Source: an optimization exercise on an open RTL-to-GDS flow (aim: small area). Production flows keep margins and buffers that such runs may drop.
RTL that was checked went through simulation tests only; none was proved equivalent to the original.
Function not checked in runs 2 and 3: the RTL went through the layout flow alone.
No activity file was given, so power comes from the tool's default toggle rates.

$ cat flow/design.v
`default_nettype none
package tlc_pkg;
    localparam int LANES = 30;
    localparam int FC_BITS = 48;
    localparam int SEGMENT_LAST = 512;
    localparam int MUX_ROWS = 8;
    localparam int FCWRTEN_LEN = 15;
    localparam int READFC_LEN = 11;
    localparam int WRTFC_LEN = 5;
    localparam int WRTGS_LEN = 1;
    localparam int LATGS_LEN = 3;
    localparam int DUMP_PAUSE = 5;
    typedef logic [LANES-1:0] gs_word_t;
    typedef logic [FC_BITS-1:0] fc_config_t;
    typedef struct packed {
        logic sclk;
        logic gclk;
        logic lat;
        logic [LANES-1:0] sin;
    } driver_pins_t;
    typedef enum logic [3:0] {
        STALL = 4'd0,
        PREPARE_CONFIG = 4'd1,
        CONFIG = 4'd2,
        STREAM = 4'd3,
        LOD = 4'd4,
        PREPARE_DUMP_CONFIG = 4'd5,
        DUMP_CONFIG = 4'd6,
        WRTFC_TIMING = 4'd7,
        WAIT_FOR_NEXT_SLICE = 4'd8
    } drv_state_t;
endpackage
`default_nettype wire
`timescale 1ns/1ps
`default_nettype none
module tlc_lane_sel (
    input  logic [15:0] sel,
    input  logic [15:0] d,
    input  logic        c,
    output logic        y
);
    logic [5:0] yn;
    logic y012;
    for (genvar k = 0; k < 5; k++) begin : g_aoi
        tlc_aoi222 u_aoi (
            .a1(sel[3*k]),   .b1(d[3*k]),
            .a2(sel[3*k+1]), .b2(d[3*k+1]),
            .a3(sel[3*k+2]), .b3(d[3*k+2]),
            .y(yn[k])
        );
    end
    tlc_aoi21 u_last (.a1(sel[15]), .a2(d[15]), .b1(c), .y(yn[5]));
    tlc_and3 u_and (.a(yn[0]), .b(yn[1]), .c(yn[2]), .y(y012));
    tlc_nand4 u_nand (.a(y012), .b(yn[3]), .c(yn[4]), .d(yn[5]), .y(y));
endmodule
module tlc_aoi222 (
    input  logic a1, b1, a2, b2, a3, b3,
    output logic y
);
    assign y = !((a1 && b1) || (a2 && b2) || (a3 && b3));
endmodule
module tlc_aoi21 (
    input  logic a1, a2, b1,
    output logic y
);
    assign y = !((a1 && a2) || b1);
endmodule
module tlc_and3 (
    input  logic a, b, c,
    output logic y
);
    assign y = a && b && c;
endmodule
module tlc_nand4 (
    input  logic a, b, c, d,
    output logic y
);
    assign y = !(a && b && c && d);
endmodule
`default_nettype wire
`timescale 1ns/1ps
`default_nettype none
module tlc_driver_top (
    input  logic                  clk,
    input  logic                  nrst,
    input  logic                  clk_enable,
    input  logic                  gs_valid,
    input  tlc_pkg::gs_word_t     gs_word,
    output logic                  gs_credit,
    input  logic                  cfg_valid,
    input  tlc_pkg::fc_config_t   cfg_word,
    output logic                  cfg_credit,
    input  logic                  position_sync,
    input  logic                  driver_sout,
    output tlc_pkg::driver_pins_t pins,
    output logic                  column_ready,
    output logic                  config_match,
    output logic                  underrun
);
    localparam int LANES = tlc_pkg::LANES;
    localparam int FC_BITS = tlc_pkg::FC_BITS;
    localparam int GS_DEPTH = 16;
    localparam logic [3:0] S_STALL  = 4'd0;
    localparam logic [3:0] S_PC     = 4'd1;   
    localparam logic [3:0] S_CFG    = 4'd2;   
    localparam logic [3:0] S_WRT    = 4'd3;   
    localparam logic [3:0] S_PDC    = 4'd4;   
    localparam logic [3:0] S_DUMP   = 4'd5;   
    localparam logic [3:0] S_LOD    = 4'd6;
    localparam logic [3:0] S_WAIT   = 4'd7;
    localparam logic [3:0] S_STREAM = 4'd8;
    localparam logic [5:0] C_PC    = 6'd49;
    localparam logic [5:0] C_DATA  = 6'd15;
    localparam logic [5:0] C_WRT   = 6'd58;
    localparam logic [5:0] C_PDC   = 6'd53;
    localparam logic [5:0] C_DUMP  = 6'd11;
    localparam logic [5:0] C_BLANK = 6'd56;   
    logic [3:0] state;
    logic [5:0] cnt;
    logic [3:0] wcnt;    
    logic [2:0] row;
    tlc_pkg::gs_word_t gs_mem [GS_DEPTH];
    logic gs_present;
    logic [8:0] gs_jc;
    logic [GS_DEPTH:0] gs_oh;    
    logic gs_pop;
    always_ff @(posedge clk) begin
        if (gs_valid) begin
            gs_mem[0] <= gs_word;
            for (int i = 1; i < GS_DEPTH; i++) begin
                gs_mem[i] <= gs_mem[i-1];
            end
        end
    end
    tlc_pkg::fc_config_t cfg_e0, cfg_e1, cfg_head;
    logic [1:0] cfg_cnt;
    logic cfg_present;
    logic cfg_pop;
    always_ff @(posedge clk) begin
        if (cfg_valid) begin
            cfg_e0 <= cfg_word;
            cfg_e1 <= cfg_e0;
        end
    end
    assign cfg_present = (cfg_cnt != '0);
    assign cfg_head = cfg_cnt[1] ? cfg_e1 : cfg_e0;
    logic [FC_BITS-1:0] act;
    always_ff @(posedge clk) begin
        if (cfg_pop) begin
            for (int k = 0; k < FC_BITS; k++) begin
                act[k] <= cfg_head[FC_BITS-1-k];
            end
        end
    end
    logic is_stall, is_pc, is_cfg, is_pdc, is_dump, is_lod, is_wait, is_stream;
    assign is_stall  = (state == S_STALL);
    assign is_pc     = (state == S_PC);
    assign is_cfg    = (state == S_CFG);
    assign is_pdc    = (state == S_PDC);
    assign is_dump   = (state == S_DUMP);
    assign is_lod    = (state == S_LOD);
    assign is_wait   = (state == S_WAIT);
    assign is_stream = (state == S_STREAM);
    logic cend;
    logic data;
    logic word;
    logic last_word;
    logic load;
    assign cend = &cnt;
    assign data = cnt[5] | cnt[4];
    assign word = (wcnt >= 4'd2);
    assign last_word = (wcnt == 4'd10);
    assign load = cfg_present && (is_stall || is_stream || is_wait);
    assign cfg_pop = clk_enable && load;
    always_ff @(posedge clk or negedge nrst) begin
        if (!nrst) begin
            state <= S_STALL;
        end else if (clk_enable) begin
            if (load) begin
                state <= S_PC;
            end else begin
                case (state)
                    S_PC:     if (cend) state <= S_CFG;
                    S_CFG:    if (cend) state <= S_WRT;
                    S_WRT:    if (cend) state <= S_PDC;
                    S_PDC:    if (cend) state <= S_DUMP;
                    S_DUMP:   if (cend) state <= S_LOD;
                    S_LOD:    state <= S_WAIT;
                    S_WAIT:   if (position_sync) state <= S_STREAM;
                    S_STREAM: if (cend && last_word && row == 3'd7) state <= S_WAIT;
                    default:  state <= S_STALL;
                endcase
            end
        end
    end
    always_ff @(posedge clk) begin
        if (clk_enable) begin
            cnt <= cnt + 1'b1;
            if (load) begin
                cnt <= C_PC;
            end else begin
                case (state)
                    S_PC:  if (cend) cnt <= C_DATA;
                    S_CFG: if (cend) cnt <= C_WRT;
                    S_WRT: if (cend) cnt <= C_PDC;
                    S_PDC: if (cend) cnt <= C_DUMP;
                    S_WAIT: begin
                        cnt <= C_BLANK;
                        wcnt <= '0;
                        row <= '0;
                    end
                    S_STREAM: begin
                        if (cend) begin
                            if (last_word) begin
                                cnt <= C_BLANK;
                                wcnt <= '0;
                                row <= row + 1'b1;
                            end else begin
                                if (wcnt != '0) cnt <= C_DATA;
                                wcnt <= wcnt + 1'b1;
                            end
                        end
                    end
                    default: begin
                    end
                endcase
            end
        end
    end
    logic [63:0] sel_vec;
    logic cfg_bit;
    logic mism;
    assign sel_vec = {act, 16'b0};
    assign cfg_bit = sel_vec[cnt];
    always_ff @(posedge clk) begin
        if (clk_enable && is_dump && data) begin
            mism <= ((cnt == 6'd16) ? 1'b0 : mism) | (cfg_bit ^ driver_sout);
        end
    end
    always_ff @(posedge clk or negedge nrst) begin
        if (!nrst) begin
            config_match <= 1'b0;
        end else if (cfg_pop) begin
            config_match <= 1'b0;
        end else if (is_lod) begin
            config_match <= !mism;
        end
    end
    logic sclk_en;
    logic gclk_en;
    logic lat_req;
    logic take;
    assign take = is_stream && word && data;
    assign sclk_en = is_pc || is_pdc || ((is_cfg || is_dump) && data) || take;
    assign gclk_en = is_stream && !(wcnt == 4'd0 && cnt == C_BLANK);
    assign lat_req = is_pc || is_pdc
                     || (is_cfg && cnt >= 6'd59)
                     || (is_stream && word && cend)
                     || (is_stream && last_word && cnt >= 6'd61);
    assign gs_pop = clk_enable && take && gs_present;
    always_comb begin
        gs_oh[0] = !gs_jc[0] && !gs_jc[8];
        for (int k = 1; k <= 8; k++) begin
            gs_oh[k] = gs_jc[k-1] && !gs_jc[k];
        end
        gs_oh[9] = gs_jc[0] && gs_jc[8];
        for (int m = 1; m <= 7; m++) begin
            gs_oh[9+m] = !gs_jc[m-1] && gs_jc[m];
        end
    end
    assign gs_present = gs_jc[0] || gs_jc[8];
    always_ff @(posedge clk or negedge nrst) begin
        if (!nrst) begin
            gs_jc <= '0;
        end else if (gs_valid && !gs_pop) begin
            gs_jc <= {gs_jc[7:0], !gs_jc[8]};
        end else if (gs_pop && !gs_valid) begin
            gs_jc <= {!gs_jc[0], gs_jc[8:1]};
        end
    end
    logic [GS_DEPTH-1:0] gs_rd;
    logic cfg_out;
    tlc_pkg::gs_word_t lanes;
    assign gs_rd = take ? gs_oh[GS_DEPTH:1] : '0;
    assign cfg_out = is_cfg && cfg_bit;
    for (genvar j = 0; j < LANES; j++) begin : g_lane
        logic [GS_DEPTH-1:0] col;
        for (genvar i = 0; i < GS_DEPTH; i++) begin : g_col
            assign col[i] = gs_mem[i][j];
        end
        tlc_lane_sel u_sel (.sel(gs_rd), .d(col), .c(cfg_out), .y(lanes[j]));
    end
    assign pins.sclk = sclk_en && clk_enable;
    assign pins.gclk = gclk_en && clk_enable;
    assign pins.lat = lat_req;
    assign pins.sin = lanes;
    assign column_ready = clk_enable && is_stream && last_word && cend;
    always_ff @(posedge clk or negedge nrst) begin
        if (!nrst) begin
            cfg_cnt <= '0;
            gs_credit <= 1'b0;
            cfg_credit <= 1'b0;
            underrun <= 1'b0;
        end else begin
            cfg_cnt <= cfg_cnt + 2'(cfg_valid) - 2'(cfg_pop);
            gs_credit <= gs_pop;
            cfg_credit <= cfg_pop;
            if (clk_enable && take && !gs_present) begin
                underrun <= 1'b1;
            end
        end
    end
endmodule
`default_nettype wire
$ cat flow/flow/run.sh
#!/bin/bash
# Standard ORFS layout with smaller port buffers and no CTS dummy loads.
set -euo pipefail
bash standard.sh \
  'BUFFER_PORTS_ARGS=-buffer_cell sky130_fd_sc_hd__buf_1' \
  'CTS_ARGS=-sink_clustering_enable -repair_clock_nets -dont_use_dummy_load -buf_list sky130_fd_sc_hd__clkbuf_8 -sink_clustering_size 16 -sink_clustering_max_diameter 50' \
  finish > standard_flow.log 2>&1
$ cat flow/standard.sh
#!/bin/bash
# synth_recipe.tcl (not shown) runs the flow's synth.tcl, then flattens the netlist and writes it again
# the make line also repeats each setting of config.mk as NAME=value (left out here)
make -C /OpenROAD-flow-scripts/flow DESIGN_CONFIG=/design/flow/config.mk WORK_HOME=/design/flow/orfs CLKGATE_MAP_FILE= SYNTH_SCRIPT=/design/flow/synth_recipe.tcl "${@:-finish}"
$ cat flow/config.mk
export PLATFORM = sky130hd
export DESIGN_NAME = tlc_driver_top
export DESIGN_NICKNAME = tlc_driver_top
export VERILOG_FILES = /design/flow/design.v
export SDC_FILE = /design/flow/constraint.sdc
export NUM_CORES = 4
export LEC_CHECK = 0
export CAP_MARGIN = 20
export CORE_MARGIN = 2
export CORE_UTILIZATION = 75
export SLEW_MARGIN = 20
export SYNTH_HIERARCHICAL = 1
$ cat flow/constraint.sdc
create_clock -name core_clock -period 10.0 [get_ports {clk}]
set_input_delay 2.0000 -clock core_clock [delete_from_list [all_inputs] [get_ports {clk}]]
set_output_delay 2.0000 -clock core_clock [all_outputs]
set_load 0.01 [all_outputs]
==> impl_metrics.tcl, run 1 <==
set metrics [dict create \
    status "finished clean" \
    ys_warn_count 8 \
    yosysUniqueCellTypes 62 \
    cp_slowest_stage_delay_ps 660 \
    nets 1502 \
    timing.fmax_mhz 163 \
    vias_per_cell 7.25 \
    ys_ff_latch 657 \
    initial_core_util_pct 76.4 \
    synth-seq-area-share_pct 81.1 \
    wl_mm 48.2 \
    coreArea_um2 31700 \
    path_clk_slew_ps 100 \
    cp_num_buf_inv 2 \
    place_ws_ps 4460 \
    grt_pass1_wl_mm 73.3 \
    power.density_nw_per_um2 214 \
    fin_skew_ps 42.5 \
    hold_path_class "reg -> reg" \
    crit_required_ps 8000 \
    drtPass1Iterations 8 \
    hold_viol 0 \
    endpoint_kind "output pin" \
    cts_tree "built" \
    cts_setup_buffers 0 \
    ant_nets 0 \
    worstPathArrival_ps 4150 \
    synth-edff-count 638 \
    maxCapViolations 0 \
    totalPowerFinal_mw 5.57 \
    cts_made_buffers 49 \
    cts_max_level 2 \
    cts_resized 0 \
    holdWs_ps 438 \
    synthFlopType "edfxtp_1" \
    antenna_found_initial 1 \
    postLayoutCoreUtil_pct 82.0 \
    clockBufferDepth 3 \
    syn_avg_cell_area_um2 19.7 \
    slew_violations 0 \
    grt_max_degree 99 \
    post-route-period-util_pct 61.5 \
    fp-row-count 65 \
    setup_viol 0 \
    area_delta_synth_final_pct 7.43 \
    leakagePower_nw 8.45 \
    num_io_pins 123 \
    worstSetupPathType "reg -> out" \
    hpwl_mm 28.4 \
    synthesis.nets 1327 \
    num_vias 13100 \
    holdBufCountCts 0 \
    grt.overflow.total 0 \
    root_buffer "clkbuf_8" \
    drive_gt1_share_pct 14.0 \
    die_area_um2 33700 \
    synth_area_um2 24200 \
    post-route-min-period_ps 6150 \
    ys_async_sr_fraction_pct 2.89 \
    gp_congestion 0.844 \
    irDropWorstVdd_mv 0.176 \
    slowest_stage "or4b_4" \
    cpLargestDelayFamily "simple AND/OR/NAND/NOR gates" \
    die_w_um 184 \
    path_max_fanout 21 \
    track_usage_pct 29.0 \
    rsz0062_at_grt "no" \
    insertion_delay_ps 590 \
    cp-start-kind "register" \
    die_h_um 184 \
    first_global_vias 12700 \
    port_buffers 122 \
    setup_tns_ps 0 \
    slew_headroom_pct 30.3 \
    wl_per_cell_um 26.7 \
    path_cells "or4b_4 -> or3_1 -> nor3b_2 -> buf_4 -> a222oi_1 -> and3_1 -> nand4_1 -> buf_1" \
    setup_ws_ps 3850 \
    synthesis.instances 1231 \
    tightest_slew_ps 1050 \
    drt_iter0_markers 2194 \
    drc 0 \
    cts.sinks 657 \
]
final cells by class:
cell class                      instances  area, um^2
Antenna cell                            1        2.50
Clock buffer                           49         674
Fill cell                            1540        5700
Inverter                               12        45.0
Multi-Input combinational cell        536        4480
Sequential cell                       657       19600
Tap cell                              402         503
Timing Repair Buffer                  150         679
worst register-to-register path: stages (launching register included):
cell,delay (ps)
dfrtp_1,720
and4b_1,480
nor2_1,90
nor2_1,270
and2_2,200
buf_4,520
ha_1,360
inv_1,60
ha_1,160
xnor2_1,150
xnor2_1,150
cells in the final DEF, fill, tap and decap left out, types with 4 or more instances in the layout:
cell type | netlist | routed
edfxtp_1 | 638 | 638
a222oi_1 | 150 | 150
buf_1 | 4 | 120
mux2_2 | 49 | 49
clkbuf_8 | 0 | 49
nand2_1 | 36 | 36
nand4_1 | 32 | 32
a21oi_2 | 31 | 31
and3_1 | 32 | 31
buf_4 | 3 | 27
nor2_1 | 33 | 25
mux2i_1 | 23 | 23
o21ai_0 | 22 | 22
dfrtp_1 | 19 | 18
a21oi_1 | 13 | 13
ha_1 | 11 | 11
inv_1 | 10 | 10
nor3b_2 | 0 | 7
nor2_2 | 0 | 7
xnor2_1 | 6 | 6
and2_1 | 7 | 6
mux4_2 | 6 | 6
nor3_1 | 5 | 5
nand3_1 | 5 | 5
nand2b_1 | 4 | 4
a22oi_1 | 4 | 4
nor2b_1 | 4 | 4
o211ai_1 | 4 | 4
per-layer routing:
layer  track usage (%)  part of all wire [%]  vias up
met5                 0                 0.027        -
met2              44.9                    47      851
met1              43.7                    39     6495
met4              8.51                   2.4        2
li1                  -                     -     5662
met3              5.29                    11       99
worst paths after layout:
check                              start       endpoint  slack, ps  cells past startpoint
min                        gs_mem[6][21]  gs_mem[7][21]        440                      0
min in group asynchronous           nrst       gs_jc[3]       1400                      2
max reg2reg                     state[0]     cfg_cnt[1]       6760                     10
min reg2reg                gs_mem[6][21]  gs_mem[7][21]        440                      0
max in group asynchronous           nrst     cfg_cnt[1]       8370                      2
max                             state[0]       pins[13]       3850                      8
through the flow:
stage               instance area [um^2]  cells
floorplan                          24200   1231
global placement                   25300   1757
detailed placement                 25300   1757
CTS                                26000   1806
global route                       26000   1806
finish                             26000   1807
report_power, final:
| part | internal, mW | leakage, nW | switching [mW] |
|---|---|---|---|
| clock | 0.439 | 0.352 | 0.755 |
| combinational | 0.352 | 1.65 | 0.506 |
| sequential | 3.32 | 6.45 | 0.200 |
| total | 4.11 | 8.45 | 1.46 |
modules after synthesis (local to each module, per instance), a selection:
module | cells | area, um^2 | times used | flops+latches
tlc_driver_top | 991 | 22100 | 1 | 657
tlc_aoi222 | 1 | 10.0 | 150 | 0
tlc_aoi21 | 1 | 8.76 | 30 | 0
tlc_and3 | 1 | 6.26 | 30 | 0
tlc_nand4 | 1 | 6.26 | 30 | 0
synth_stat cells (all sizes together), types with 5 or more instances:
cell type / instances / area, um^2
nor3b: 7 / 52.6
buf: 13 / 80.1
nand2: 36 / 135
mux2i: 23 / 230
edfxtp: 638 / 19200
clkbuf: 13 / 48.8
and3: 32 / 200
inv: 11 / 41.3
nand4: 32 / 200
mux4: 6 / 135
mux2: 49 / 552
dfrtp: 19 / 475
o211ai: 5 / 42.5
and2: 8 / 52.6
nor3: 6 / 35.0
a222oi: 150 / 1500
ha: 11 / 138
nor2: 33 / 124
xnor2: 6 / 52.6
o21ai: 23 / 115
nand3: 7 / 45.0
a21oi: 44 / 337
sequential cells by signal, summed over array words and instances, names as in the netlist, 2 cells and up:
name     count
row          3
state        4
cfg_cnt      2
cfg_e1      48
cnt          6
wcnt         4
act         48
gs_jc        9
cfg_e0      48
gs_mem     480
logic make-up after synthesis:
kind of cell,Yosys count,synth area share (%)
xor gates and xnor gates,9,0.325
buffers and inverters,38,0.718
DFF,657,81.1
muxes,78,3.79
and+or+nand+nor,184,4.20
AOI/OAI and AO/OA,254,9.33
adders and majority gates,11,0.568
==> run 2: changes to the inputs <==
--- a/flow/design.v
+++ b/flow/design.v
@@ -132,7 +132,7 @@
             end
         end
     end
-    tlc_pkg::fc_config_t cfg_e0, cfg_e1, cfg_head;
+    tlc_pkg::fc_config_t cfg_e0, cfg_e1;
     logic [1:0] cfg_cnt;
     logic cfg_present;
     logic cfg_pop;
@@ -143,14 +143,24 @@
         end
     end
     assign cfg_present = (cfg_cnt != '0);
-    assign cfg_head = cfg_cnt[1] ? cfg_e1 : cfg_e0;
     logic [FC_BITS-1:0] act;
+    logic [FC_BITS-1:0] act_n;
+    logic [FC_BITS-1:0] act_n_d;
+    logic ld1, ld0, hold;
+    assign ld1 = cfg_pop && cfg_cnt[1];
+    assign ld0 = cfg_pop && !cfg_cnt[1];
+    assign hold = !cfg_pop;
+    assign act = ~act_n;
+    for (genvar k = 0; k < FC_BITS; k++) begin : g_act
+        tlc_aoi222 u_act (
+            .a1(ld1),  .b1(cfg_e1[FC_BITS-1-k]),
+            .a2(ld0),  .b2(cfg_e0[FC_BITS-1-k]),
+            .a3(hold), .b3(act[k]),
+            .y(act_n_d[k])
+        );
+    end
     always_ff @(posedge clk) begin
-        if (cfg_pop) begin
-            for (int k = 0; k < FC_BITS; k++) begin
-                act[k] <= cfg_head[FC_BITS-1-k];
-            end
-        end
+        act_n <= act_n_d;
     end
     logic is_stall, is_pc, is_cfg, is_pdc, is_dump, is_lod, is_wait, is_stream;
     assign is_stall  = (state == S_STALL);
==> run 2 against run 1 <==
  * Sequential share of layout area down 1.2 points
  * Core utilization up 0.14 points
  * Sequential power up 1%
  * Clock skew up 7.1 ps
  * Via count up 4.0%
  * Synthesized cell count up 3.8%
  * Global-route usage up 1.1 points
  * First-iteration DRC count up 17%
  * Highest routed layer is now met4
==> impl_metrics.tcl, run 2 <==
set metrics [dict create \
    status "finished clean" \
    grt_max_degree 192 \
    slowest_stage "nor2_4" \
    ys_warn_count 8 \
    ant_nets 0 \
    syn_avg_cell_area_um2 18.6 \
    hpwl_mm 28.0 \
    yosys-top-cells-area "edfxtp_1 (74%), a222oi_1 (8.3%), dfxtp_1 (4.0%), dfrtp_1 (2.0%), a21oi_2 (1.1%)" \
    initial_core_util_pct 75.9 \
    cts_max_level 2 \
    grt_util_met2_pct 45.9 \
    totalPowerFinal_mw 5.60 \
    clockBufferDepth 3 \
    cp_slowest_stage_delay_ps 850 \
    layout_common_cells "edfxtp_1 (590), a222oi_1 (198), buf_1 (119)" \
    grt_use_met3_pct 6.07 \
    top_register "gs_mem" \
    track_usage_pct 30.1 \
    drtPass1Iterations 9 \
    crit_required_ps 8000 \
    synth_top_area_share_pct 74.4 \
    path_max_fanout 30 \
    worstSetupPathType "reg -> out" \
    maxCapViolations 0 \
    drt_iter0_markers 2575 \
    synthSimpleGateAreaFrac_pct 4.15 \
    wl_mm 49.6 \
    drc 0 \
    setup_tns_ps 0 \
    rsz0062_at_grt "no" \
    setup_viol 0 \
    yosysMostFrequentCell "edfxtp_1" \
    multi_input_area_um2 4470 \
    die_h_um 182 \
    hold_path_class "reg -> reg" \
    synth_area_um2 23800 \
    final_cell_count_no_fill 1849 \
    gp_congestion 0.894 \
    cts_resized 0 \
    slew_violations 0 \
    ff_latch_area_um2 19200 \
    nFillCells 1586 \
    yosysUniqueCellTypes 63 \
    post-route-min-period_ps 6560 \
    antennaDiodeCount 0 \
    antenna_found_initial 0 \
    synth_xor_area_share_pct 0.404 \
    worstPathArrival_ps 4560 \
    area_delta_synth_final_pct 8.26 \
    wl_per_cell_um 26.8 \
    grt_pass1_wl_mm 75.7 \
    holdWs_ps 420 \
    first_global_vias 13200 \
    num_io_pins 123 \
    mostFrequentLayoutCell "edfxtp_1" \
    cts_setup_buffers 0 \
    vias_per_cell 7.37 \
    die_area_um2 33200 \
    synth_top_cell_by_area "edfxtp_1" \
    fp-row-count 65 \
    path_cells "nor2b_2 -> nand2_1 -> nor3_2 -> nand2_1 -> nor2_4 -> a222oi_1 -> and3_1 -> nand4_1 -> buf_1" \
    ys_async_sr_fraction_pct 2.89 \
    synth-adder-area-share_pct 0.578 \
    cpMostUsedCell "nand2_1" \
    coreArea_um2 31400 \
    cts.sinks 657 \
    synth-edff-count 590 \
    synthesis.instances 1278 \
    grtUsageMet1_pct 44.8 \
    leakagePower_nw 8.65 \
    hold_viol 0 \
    nets 1545 \
    synthFlopType "edfxtp_1" \
    synth_top_family_by_area "compound AO/OA/AOI/OAI gates" \
    power.density_nw_per_um2 217 \
    die_w_um 182 \
    postLayoutCoreUtil_pct 82.2 \
    slew_headroom_pct 28.9 \
    grt.overflow.total 0 \
    grt-busiest-layer "met2" \
    cp_num_buf_inv 1 \
    synth_mux_area_share_pct 1.48 \
    endpoint_kind "output pin" \
    cts_tree "built" \
    largest_reg_flops 480 \
    port_buffers 122 \
    dpl.cell_count 1791 \
    insertion_delay_ps 600 \
    synth-compound-area-share_pct 11.6 \
    root_buffer "clkbuf_8" \
    path_clk_slew_ps 90 \
    synth-seq-area-share_pct 80.4 \
    yosys-top-cells-count "edfxtp_1 (590), a222oi_1 (198), inv_1 (60)" \
    fin_skew_ps 49.7 \
    synthesis.nets 1374 \
    timing.fmax_mhz 152 \
    holdBufCountCts 0 \
    drive_gt1_share_pct 9.54 \
    cpLargestDelayFamily "simple AND/OR/NAND/NOR gates" \
    post-route-period-util_pct 65.6 \
    ys_ff_latch 657 \
    num_vias 13600 \
    irDropWorstVdd_mv 0.162 \
    tightest_slew_ps 1060 \
    cts_made_buffers 51 \
    cp-start-kind "register" \
]
## run 2: cell types whose count changed after synthesis, moves of 5 or more
cell,delta
mux2_2,-49
nor2_1,+6
nor3b_1,-5
inv_1,+50
mux2i_1,-8
a21oi_1,+6
dfxtp_1,+48
buf_2,+5
a222oi_1,+48
o21ai_0,-7
edfxtp_1,-48
## run 2: worst reg2reg max path, delay by kind of cell (launching register included)
kind / cells / cell delay [ps]
compound gates: 1 / 100
fa+ha+maj: 1 / 350
buf+inv: 1 / 230
flops: 1 / 1030
simple gates: 4 / 1300
## run 2: worst paths after layout
check / from / endpoint / slack, ps / depth (start not counted)
worst max-delay path: state[3] / pins[25] / 3440 / 9
min in group asynchronous: nrst / cfg_cnt[1] / 1350 / 1
worst min register to register: gs_mem[6][26] / gs_mem[7][26] / 420 / 0
worst min-delay path: gs_mem[6][26] / gs_mem[7][26] / 420 / 0
worst max register to register: cnt[0] / row[0] / 6700 / 7
max in group asynchronous: nrst / config_match / 8290 / 1
## run 2: area by class of cell
cell class	instances	share of cell area, %
Clock buffer	51	2.72
Inverter	62	0.902
Sequential cell	657	74.2
Multi-Input combinational cell	537	17.3
Tap cell	402	1.95
Timing Repair Buffer	140	2.85
## run 2: cell families after synthesis
kind of cell / Yosys count
xor+xnor: 11
flops: 657
fa+ha+maj: 11
buf+inv: 84
mux: 24
simple gates: 186
compound gates: 305
## run 2: power by group
part           total, mW  internal [mW]  switching (mW)  leakage (nW)
sequential          3.56           3.30           0.252          6.41
clock               1.23          0.456           0.771         0.367
combinational      0.813          0.355           0.458          1.87
## run 2: Yosys stat by module, one instance, submodules excluded, excerpt
module	cells	area (um^2)	flops+latches
tlc_driver_top	990	21200	657
tlc_aoi222	1	10.0	0
tlc_aoi21	1	8.76	0
tlc_and3	1	6.26	0
tlc_nand4	1	6.26	0
## run 2: layer usage
metal	up-vias	share of wire [%]
met4	0	2.6
met2	919	47
met1	6785	38
li1	5827	-
met3	101	12
met5	-	0
## run 2: stage by stage
| stage | area, um^2 | setup slack (ps) |
|---|---|---|
| 3_5_place_dp | 24900 | 3800 |
| 5_1_grt | 25800 | 3210 |
| 3_3_place_gp | 24900 | 3920 |
| 2_1_floorplan | 23800 | 4330 |
| 6_report | 25800 | 3440 |
| 4_1_cts | 25600 | 3090 |
==> run 3: changes to the inputs <==
==> flow/flow/run.sh (replaced) <==
#!/bin/bash
# Standard ORFS layout with smaller port buffers and no CTS dummy loads.
set -euo pipefail
bash standard.sh \
  'BUFFER_PORTS_ARGS=-buffer_cell sky130_fd_sc_hd__buf_1' \
  'CTS_ARGS=-sink_clustering_enable -repair_clock_nets -dont_use_dummy_load -buf_list sky130_fd_sc_hd__clkbuf_8 -sink_clustering_size 18 -sink_clustering_max_diameter 45' \
  finish > standard_flow.log 2>&1
--- a/flow/config.mk
+++ b/flow/config.mk
@@ -5,8 +5,8 @@
 export SDC_FILE = /design/flow/constraint.sdc
 export NUM_CORES = 4
 export LEC_CHECK = 0
-export CAP_MARGIN = 20
+export CAP_MARGIN = 0
 export CORE_MARGIN = 2
-export CORE_UTILIZATION = 75
-export SLEW_MARGIN = 20
+export CORE_UTILIZATION = 80
+export SLEW_MARGIN = 0
 export SYNTH_HIERARCHICAL = 1
==> run 3 against run 2 <==
  * Sequential power hardly changed
  * Maximum frequency fell by 6.4%
  * Still clean on timing, DRC and antenna
  * Core utilization rose by 4.6 points
  * Via count grew 1.5%
  * Cell count down 0.32%
  * Hold slack improved by 3.2 ps
  * First-iteration DRC count is 10% higher
  * Worst setup slack lost 440 ps
  * Area after synthesis is the same
  * Global-route usage up 3.2 points
==> impl_metrics.tcl, run 3 <==
set metrics [dict create \
    grt_pass1_wl_mm 78.0 \
    crit_required_ps 8000 \
    slew_violations 0 \
    antenna_found_initial 1 \
    wl_mm 51.9 \
    grt.overflow.total 0 \
    regToRegSetupSlack_ps 6280 \
    synth-compound-area-share_pct 11.6 \
    ant_nets 0 \
    hold_path_end "gs_mem[8][7]" \
    gp_congestion 0.903 \
    ys_warn_count 8 \
    cts_setup_buffers 0 \
    status "finished clean" \
    synthFlopType "edfxtp_1" \
    synth_top_family_by_area "compound AO/OA/AOI/OAI gates" \
    area_delta_synth_final_pct 7.42 \
    num_io_pins 123 \
    endpoint_kind "output pin" \
    path_max_fanout 20 \
    post-route-period-util_pct 70.0 \
    synth-edff-count 590 \
    cts.sinks 657 \
    synth-adder-area-share_pct 0.578 \
    yosysMostFrequentCell "edfxtp_1" \
    worstPathArrival_ps 5000 \
    fp-row-count 63 \
    cts_resized 0 \
    hold_path_class "reg -> reg" \
    hpwl_mm 31.1 \
    cts_max_level 2 \
    nets 1549 \
    holdBufCountCts 0 \
    p_comb_share_pct 14.4 \
    maxCapViolations 0 \
    die_area_um2 31200 \
    slew_headroom_pct 19.3 \
    leakagePower_nw 8.62 \
    setup_tns_ps 0 \
    synthesis.instances 1278 \
    final_cell_count_no_fill 1843 \
    yosys-top-cells-count "edfxtp_1 (590), a222oi_1 (198), inv_1 (60)" \
    synth_top_cell_by_area "edfxtp_1" \
    die_h_um 177 \
    yosys-top-cells-area "edfxtp_1 (74%), a222oi_1 (8.3%), dfxtp_1 (4.0%), dfrtp_1 (2.0%), a21oi_2 (1.1%)" \
    hold_depth 0 \
    synth-seq-area-share_pct 80.4 \
    ys_async_sr_fraction_pct 2.89 \
    fin_area_um2 25600 \
    timing.fmax_mhz 143 \
    cts_tree "built" \
    seqPwrFrac_pct 64.1 \
    die_w_um 177 \
    clockPowerShare_pct 21.4 \
    grt_max_degree 185 \
    num_vias 13800 \
    power.density_nw_per_um2 218 \
    drive_gt1_share_pct 9.65 \
    synth_xor_area_share_pct 0.404 \
    post-route-min-period_ps 7000 \
    synth_area_um2 23800 \
    yosysUniqueCellTypes 63 \
    p_int_mw 4.09 \
    initial_core_util_pct 80.8 \
    totalPowerFinal_mw 5.58 \
    vias_per_cell 7.51 \
    root_buffer "clkbuf_8" \
    r2r_start "state[3]" \
    tightest_slew_ps 1200 \
    wl_per_cell_um 28.2 \
    holdWs_ps 424 \
    layout_common_cells "edfxtp_1 (590), a222oi_1 (198), buf_1 (120)" \
    worstSetupPathType "reg -> out" \
    drtPass1Iterations 7 \
    hold_viol 0 \
    track_usage_pct 33.4 \
    worstHoldStart "gs_mem[7][7]" \
    coreArea_um2 29500 \
    insertion_delay_ps 600 \
    clockBufferDepth 3 \
    setup_viol 0 \
    worstRegToRegCells 8 \
    p_sw_mw 1.49 \
    top_register "gs_mem" \
    synthesis.nets 1374 \
    irDropWorstVdd_mv 0.260 \
    cp-start-kind "register" \
    synth_top_area_share_pct 74.4 \
    path_clk_slew_ps 110 \
    ys_ff_latch 657 \
    dpl_cell_area_um2 24900 \
    port_buffers 122 \
    dpl.cell_count 1793 \
    reg2reg_to "gs_jc[8]" \
    drt_iter0_markers 2839 \
    drc 0 \
    mostFrequentLayoutCell "edfxtp_1" \
    rsz0062_at_grt "no" \
    syn_avg_cell_area_um2 18.6 \
    synth_mux_area_share_pct 1.48 \
    cts_made_buffers 48 \
    largest_reg_flops 480 \
    synthSimpleGateAreaFrac_pct 4.15 \
    switching_share_pct 26.7 \
    fin_skew_ps 59.5 \
    first_global_vias 13800 \
]
[run 3: cell counts after synthesis]
Identical to the previous run, type by type.
[run 3: power by group through the flow]
stage	clock, mW	sequential (mW)	combinational, mW
after floorplan	0	3.47	0.625
after global placement	0	3.60	0.754
after detailed placement	0	3.63	0.795
after CTS	1.20	3.57	0.802
after global routing	1.28	3.61	0.880
final	1.20	3.58	0.804
[run 3: cell families after synthesis]
logic type / after synthesis
AO/OA/AOI/OAI: 305
AND/OR/NAND/NOR: 186
buffers and inverters: 84
multiplexers: 24
adder cells (fa/ha/maj): 11
XOR/XNOR: 11
flip-flops: 657
[run 3: area by class of cell]
class	instances	area, um^2
diodes	2	5.00
clock buffers	48	661
fillers	1220	3880
inverters	62	233
multi-input cells	537	4390
flip-flops and latches	657	19200
well taps	390	488
repair buffers	147	666
[run 3: per-module statistics from Yosys, one instance, submodules excluded, a selection]
module	copies in the design	cells	flip-flops and latches
tlc_and3	30	1	0
tlc_aoi21	30	1	0
tlc_aoi222	198	1	0
tlc_driver_top	1	990	657
tlc_nand4	30	1	0
[run 3: how the worst max path moves through the flow]
stage	start	to	slack, ps
6_report	state[3]	pins[28]	3000
4_1_cts	state[3]	pins[28]	3160
2_1_floorplan	state[3]	pins[0]	4330
3_3_place_gp	state[3]	pins[10]	3960
5_1_grt	state[3]	pins[13]	2780
3_5_place_dp	state[3]	pins[10]	3840
[run 3: stage by stage]
step	utilization [%]	worst slack (ps)
6_report	86.8	3000
5_1_grt	86.8	2780
4_1_cts	86.8	3160
3_5_place_dp	84.6	3840
3_3_place_gp	84.6	3960
2_1_floorplan	-	4330
[run 3: worst max-delay path, stage by stage (launching register included)]
cell and delay (ps):
dfrtp_1 770, nor2b_2 340, nand2_1 190, nor3_1 1000, nand2_1 260, nor2_2 720
buf_4 440, a222oi_1 170, and3_1 210, nand4_1 130, buf_1 170
[run 3: routing by layer]
layer  up-vias  routed length (um)  part of all wire, %  GRT usage, %
li1       5835                   -                    -             -
met1      6785               18500                   36          45.6
met2      1046               25800                   50          54.3
met3       169                5860                   11          6.65
met4         2                1780                  3.4          13.0
met5         -                  67                 0.13          1.76

[afterwards: timing with drivers on the ports]
Ports are ideal in the flow. The routed layouts listed here were re-timed in OpenROAD.
Step 1, drivers: a clkbuf_16 drives clk and a buf_2 each remaining input, both assumed.
Step 2 adds t to the input delays and takes it off the output delays; t is the mean of the earliest and latest rising clock arrival at the registers after step 1. Input paths then give back, and output paths get back, about the clock's delay inside the block.
a / b / c = ideal ports / drivers / drivers and shift; a / b = the first two.
| run | t, ns | slack for setup (ns) | worst setup path after step 2 | slew at the worst register clock pin (ns) | worst slew at a driven data input, ns |
|---|---|---|---|---|---|
| run 1 | 0.620 | 3.847 / 3.799 / 4.419 | register to output | 0.10 / 0.10 | 0.08 |
| run 2 | 0.636 | 3.441 / 3.390 / 4.026 | register to output | 0.10 / 0.10 | 0.05 |
| run 3 | 0.620 | 2.997 / 2.948 / 3.568 | register to output | 0.11 / 0.11 | 0.08 |
After both steps every run listed still meets setup and hold.
